Context: an optimization exercise on an open-source flow, tuned for small area and a short achievable clock period. The choices shown serve that exercise and are no tape-out recipe.
RTL that was checked went through simulation tests only; none was proved equivalent to the original.
No activity file was given, so power comes from the tool's default toggle rates.

## job 105
==> module interpolator, before the edit <==
module interpolator (
  input  logic               ck933,
  input  logic               rstN,
  input  logic               softReset,
  input  logic               wrEn,
  input  hostBusPkg::offsetT wrOffset,
  input  hostBusPkg::dataT   wrData,
  output hostBusPkg::dataT   rdData,
  input  dspPkg::sampleT     sample,
  input  logic               sampleEn,
  output dspPkg::dacWordT    dacWord
);
  localparam int fracW = 3;
  localparam int accW  = 18 + fracW + 1;
  localparam int diffW = 18 + 1;
  dspPkg::ratioT             ratio;
  logic signed [16-1:0] offset;
  logic signed [diffW-1:0]   diff;
  dspPkg::sampleT            target;
  logic [accW-1:0]           accB;
  logic                      accTop;
  logic [diffW-1:0]          tgtP8;
  logic signed [accW-1:0]    step;
  logic [3:0]                stepsLeft;
  logic                      ramping;
  logic [3:0]                stepSel;
  logic [accW+2:0]           diffX;
  logic [accW-1:0]           accNext;
  logic [diffW-1:0]          diffNext;
  logic [accW-3:0]           rndA;
  logic [accW-3:0]           rndB;
  logic [accW-3:0]           sum;
  logic signed [accW-7:0]    rounded;
  logic [14-1:0]         clipped;
  logic                      rst;
  assign rst = !rstN || softReset;
  assign ramping = (stepsLeft != 4'd0);
  assign stepSel = {4{ramping}} & (4'b0001 << ratio);
  assign diffX   = {{3{diff[diffW-1]}}, diff, 3'b000};
  always_comb begin
    for (int i = 0; i < accW; i++) begin
      step[i] = (stepSel[0] & diffX[i]) | (stepSel[1] & diffX[i + 1]) |
                (stepSel[2] & diffX[i + 2]) | (stepSel[3] & diffX[i + 3]);
    end
  end
  assign accTop  = accB[accW-1] & |accB[accW-2:6];
  assign rndA    = {accTop, accB[accW-1:fracW]};
  assign rndB    = {{(accW-2-16){offset[16-1]}}, offset};
  fastAdd #(.W(accW-2)) rndAdd (.a(rndA), .b(rndB), .cin(1'b0), .s(sum));
  assign rounded = sum[accW-3:4];
  fastAdd #(.W(accW)) accAdd (.a(accB), .b(step), .cin(1'b0), .s(accNext));
  assign tgtP8 = {target[18-1], target} + diffW'(8);
  fastAdd #(.W(diffW)) diffSub (
    .a   ({sample[18-1], sample}),
    .b   (~{target[18-1], target}),
    .cin (1'b1),
    .s   (diffNext)
  );
  always_comb begin
    if (rounded[accW-7:14-1] == '0 || rounded[accW-7:14-1] == '1) begin
      clipped = {~rounded[14-1], rounded[14-2:0]};
    end else begin
      clipped = {~rounded[accW-7], {(14-1){~rounded[accW-7]}}};
    end
  end
  always_ff @(posedge ck933) begin
    if (rst) begin
      ratio     <= '0;
      offset    <= '0;
      target    <= '0;
      accB      <= accW'(64);
      stepsLeft <= '0;
      dacWord   <= 14'h2000;
    end else begin
      if (wrEn && (wrOffset == 2'd0)) begin
        ratio <= wrData[1:0];
      end
      if (wrEn && (wrOffset == 2'd1)) begin
        offset <= wrData;
      end
      if (sampleEn) begin
        target    <= sample;
        accB      <= {tgtP8, 3'b000};
        stepsLeft <= 4'd1 << ratio;
      end else begin
        accB      <= accNext;
        if (ramping) begin
          stepsLeft <= stepsLeft - 1'b1;
        end
      end
      dacWord <= clipped;
    end
  end
  always_ff @(posedge ck933) begin
    if (sampleEn) begin
      diff <= diffNext;
    end
  end
  always_comb begin
    rdData = '0;
    case (wrOffset)
      2'd0:  rdData[1:0] = ratio;
      2'd1: rdData = offset;
      default:     rdData = '0;
    endcase
  end
endmodule
Settings: LEC_CHECK=0, ABC_AREA=1, CAP_MARGIN=20, CORE_MARGIN=2, CORE_UTILIZATION=40, SETUP_SLACK_MARGIN=2.8, SLEW_MARGIN=20; clock period 6.0 ns.
standard.sh (not shown) runs the stock make flow with config.mk's settings and CLKGATE_MAP_FILE= SYNTH_SCRIPT=/design/flow/synth_recipe.tcl, a recipe that flattens the netlist after the stock synthesis.
==> flow/flow/run.sh <==
#!/bin/bash
# Standard synthesis and layout; the resizer may pick any cell of the same function
# (not only one with the same footprint), and the port buffers are plain buffers.
set -euo pipefail
bash standard.sh synth > synth.log 2>&1
bash standard.sh MATCH_CELL_FOOTPRINT=0 "BUFFER_PORTS_ARGS=-buffer_cell sky130_fd_sc_hd__buf_1" finish > layout.log 2>&1
The inputs of job 104 differ from those of job 105 as listed below.
--- a/flow/design.v
+++ b/flow/design.v
@@ -250,8 +250,10 @@
   logic [diffW-1:0]          tgtP8;
   logic signed [accW-1:0]    step;
   logic [3:0]                stepsLeft;
   logic                      ramping;
+  logic                      rampNext;
+  logic [1:0]                ratioNext;
   logic [3:0]                stepSel;
   logic [accW+2:0]           diffX;
   logic [accW-1:0]           accNext;
   logic [diffW-1:0]          diffNext;
@@ -261,10 +263,11 @@
   logic signed [accW-7:0]    rounded;
   logic [14-1:0]         clipped;
   logic                      rst;
   assign rst = !rstN || softReset;
-  assign ramping = (stepsLeft != 4'd0);
-  assign stepSel = {4{ramping}} & (4'b0001 << ratio);
+  assign ramping   = |stepSel;
+  assign ratioNext = (wrEn && (wrOffset == 2'd0)) ? wrData[1:0] : ratio;
+  assign rampNext  = sampleEn || (ramping && (stepsLeft != 4'd1));
   assign diffX   = {{3{diff[diffW-1]}}, diff, 3'b000};
   always_comb begin
     for (int i = 0; i < accW; i++) begin
       step[i] = (stepSel[0] & diffX[i]) | (stepSel[1] & diffX[i + 1]) |
@@ -297,13 +300,13 @@
       offset    <= '0;
       target    <= '0;
       accB      <= accW'(64);
       stepsLeft <= '0;
+      stepSel   <= '0;
       dacWord   <= 14'h2000;
     end else begin
-      if (wrEn && (wrOffset == 2'd0)) begin
-        ratio <= wrData[1:0];
-      end
+      ratio   <= ratioNext;
+      stepSel <= {4{rampNext}} & (4'b0001 << ratioNext);
       if (wrEn && (wrOffset == 2'd1)) begin
         offset <= wrData;
       end
       if (sampleEn) begin
Findings:
The standard cells in job 104 occupy less silicon area than those in job 105 do.
Job 105 reports its critical path startpoint as interp0.stepsLeft[0] while job 104 reports interp0.stepSel[2].
Per the comparison of job 104 with job 105, detailed route wirelength on metal3 fell by 29%; non-clock buffer count fell by 99; worst hold path depth flat; largest net degree at the start of global routing grew by about 6%.
Going from job 105 to job 104, ratio of final minimum period to clock period went down 4.9 points; proportion of power drawn by combinational gates went down 8.4 points; worst hold slack held; time the final worst path needs with I/O delays and setup went down 0.30 ns.
Measured against job 105, the count of fill cells added during filler insertion of job 104 comes out at 1.12 times the reference value.
Only the layout flow was run in job 105; the RTL was not checked for function there.

-- port drivers added, routing unchanged --
No port has a modelled driver above. Below, the same layouts with a new extraction and two added sets of constraints.
Step 1 assumes that a clkbuf_16 drives the clock port and a buf_2 every other input.
Step 2 adds t to the input delays and takes it off the output delays; t is the mean of the earliest and latest rising clock arrival at the registers after step 1. Input paths then give back, and output paths get back, about the clock's delay inside the block.
Slacks: ideal / step 1 / step 2; pairs: ideal / step 1.
| run | t, ns | setup WS [ns] | worst register clock-pin slew, ns | pins driven straight from the clock port |
|---|---|---|---|---|
| job 105 | 0.631 | 2.640 / 2.640 / 2.336 | 0.06 / 0.06 | 1 |
| job 104 | 0.617 | 2.937 / 2.937 / 2.392 | 0.06 / 0.06 | 1 |
After both steps setup and hold are still met in every run listed. The setup slack of job 104, which loses most, moves by 0.000 ns with the drivers and by -0.545 ns with both steps.
